Background: an optimization exercise with open tools, aiming at small area, a short achievable clock period and few clock cycles. Do not read the settings as production practice.
The RTL was checked by simulation tests, not by an equivalence proof against the original design.

Design trig_unit, start of the top module:
module trig_unit (
	input logic clk,
	input logic reset,
	input logic s_awvalid,
	input logic [3:0] s_awaddr,
	input logic s_wvalid,
	input logic [31:0] s_wdata,
	input logic s_bready,
	input logic s_arvalid,
	input logic [3:0] s_araddr,
	input logic s_rready,
	output logic s_awready,
	output logic s_wready,
	output logic s_bvalid,
	output logic [1:0] s_bresp,
	output logic s_arready,
	output logic s_rvalid,
	output logic [31:0] s_rdata,
	output logic [1:0] s_rresp
);
Size in the first run: roughly 27000 µm² of cells after synthesis.
==> flow/config.mk <==
export PLATFORM = sky130hd
export DESIGN_NAME = trig_unit
export DESIGN_NICKNAME = trig_unit
export VERILOG_FILES = /design/flow/design.v
export SDC_FILE = /design/flow/constraint.sdc
export NUM_CORES = 4
export LEC_CHECK = 0
export CAP_MARGIN = 20
export CORE_MARGIN = 2
export CORE_UTILIZATION = 60
export SETUP_SLACK_MARGIN = 5
export SLEW_MARGIN = 20
export SYNTH_HIERARCHICAL = 1
export SYNTH_MINIMUM_KEEP_SIZE = 0
==> flow/constraint.sdc <==
create_clock -name core_clock -period 10.0 [get_ports {clk}]
set_input_delay 2.0000 -clock core_clock [delete_from_list [all_inputs] [get_ports {clk}]]
set_output_delay 2.0000 -clock core_clock [all_outputs]
set_load 0.01 [all_outputs]
standard.sh (not shown) runs the stock make flow with config.mk's settings and CLKGATE_MAP_FILE= SYNTH_SCRIPT=/design/flow/synth_recipe.tcl, a recipe that flattens the netlist after the stock synthesis.
==> flow/flow/run.sh <==
#!/bin/bash
set -euo pipefail
bash standard.sh SETUP_SLACK_MARGIN=6.0 finish > standard_flow.log 2>&1
The starting point completed without violations.
Testbench counts at the start, summed over its fixed seeds: cycles 11,258.
==> next run, changes <==
==> flow/run.sh (new file) <==
#!/bin/bash
# synth_recipe.tcl (not shown) runs the flow's synth.tcl, then flattens the netlist and writes it again
# the make line also repeats each setting of config.mk as NAME=value (left out here)
make -C /OpenROAD-flow-scripts/flow DESIGN_CONFIG=/design/flow/config.mk WORK_HOME=/design/flow/orfs CLKGATE_MAP_FILE= SYNTH_SCRIPT=/design/flow/synth_recipe.tcl finish
removed: flow/flow/run.sh
removed: flow/standard.sh
Effect:
- clock-buffer cell count does not change
- design area decreases by 8.5%

---

Another version of the RTL of trig_unit (not shown whole).
Size: about 2500 cells after synthesis.
// trig_unit
module trig_unit (
	input logic clk,
	input logic reset,
	input logic s_awvalid,
	input logic [3:0] s_awaddr,
	input logic s_wvalid,
	input logic [31:0] s_wdata,
	input logic s_bready,
	input logic s_arvalid,
	input logic [3:0] s_araddr,
	input logic s_rready,
	output logic s_awready,
	output logic s_wready,
	output logic s_bvalid,
	output logic [1:0] s_bresp,
	output logic s_arready,
	output logic s_rvalid,
	output logic [31:0] s_rdata,
	output logic [1:0] s_rresp
);
	trig_top u_top (
		.clk(clk),
		.reset(reset),
		.s_awvalid(s_awvalid),
		.s_awaddr(s_awaddr),
		.s_wvalid(s_wvalid),
		.s_wdata(s_wdata),
		.s_bready(s_bready),
		.s_arvalid(s_arvalid),
		.s_araddr(s_araddr),
		.s_rready(s_rready),
		.s_awready(s_awready),
		.s_wready(s_wready),
		.s_bvalid(s_bvalid),
		.s_bresp(s_bresp),
		.s_arready(s_arready),
		.s_rvalid(s_rvalid),
		.s_rdata(s_rdata),
		.s_rresp(s_rresp)
	);
endmodule
Settings: LEC_CHECK=0, CAP_MARGIN=20, CORE_MARGIN=2, CORE_UTILIZATION=60, SETUP_SLACK_MARGIN=5, SLEW_MARGIN=20, SYNTH_HIERARCHICAL=1, SYNTH_MINIMUM_KEEP_SIZE=0; clock period 10.0 ns.
==> flow/flow/run.sh <==
#!/bin/bash
set -euo pipefail
bash standard.sh SETUP_SLACK_MARGIN=5.3 finish > standard_flow.log 2>&1
Testbench counts at the start, summed over its fixed seeds: cycles 11,258.
Then changed:
==> flow/flow/run.sh (replaced) <==
#!/bin/bash
set -euo pipefail
bash standard.sh SETUP_SLACK_MARGIN=5.8 finish > standard_flow.log 2>&1
Via count goes up by 4.2%.
Design area goes up by 5.4%.
Register-to-register slack gets better by 290 ps.
Utilization goes up by 3.6 points.
Hold slack gets worse by 6.1 ps.
Sequential cell count is unchanged.
Count of clock-buffer cells in the layout goes up by 3.
Maximum frequency goes up by 6.9%.
Synthesized area is unchanged.

-- static timing again, ports no longer ideal --
In the flow no input, the clock included, has a driving cell. The finished layouts below were timed again as built, in two steps. Step 1 assumes that a clkbuf_16 drives the clock port and a buf_2 every other input. Step 2 times the ports against the registers' clock, not the clock port: input delays grow and output delays shrink by t, the midpoint of the rising clock arrivals with the driver on. a / b / c = ideal / step 1 / step 2; a / b = the first two.
run | shift t [ns] | slack for setup (ns) | worst data-port slew with drivers (ns)
the first run of note 1 | 0.635 | 5.828 / 5.828 / 5.586 | 0.04
the second run of note 1 | 0.635 | 5.170 / 5.170 / 5.170 | 0.07
the first run of note 2 | 0.621 | 5.509 / 5.509 / 5.464 | 0.05
the second run of note 2 | 0.630 | 5.799 / 5.799 / 5.537 | 0.05
After both steps every run listed still meets setup and hold. For the second run of note 2, which loses most, drivers alone change the setup slack by 0.000 ns; drivers and shift together by -0.262 ns.
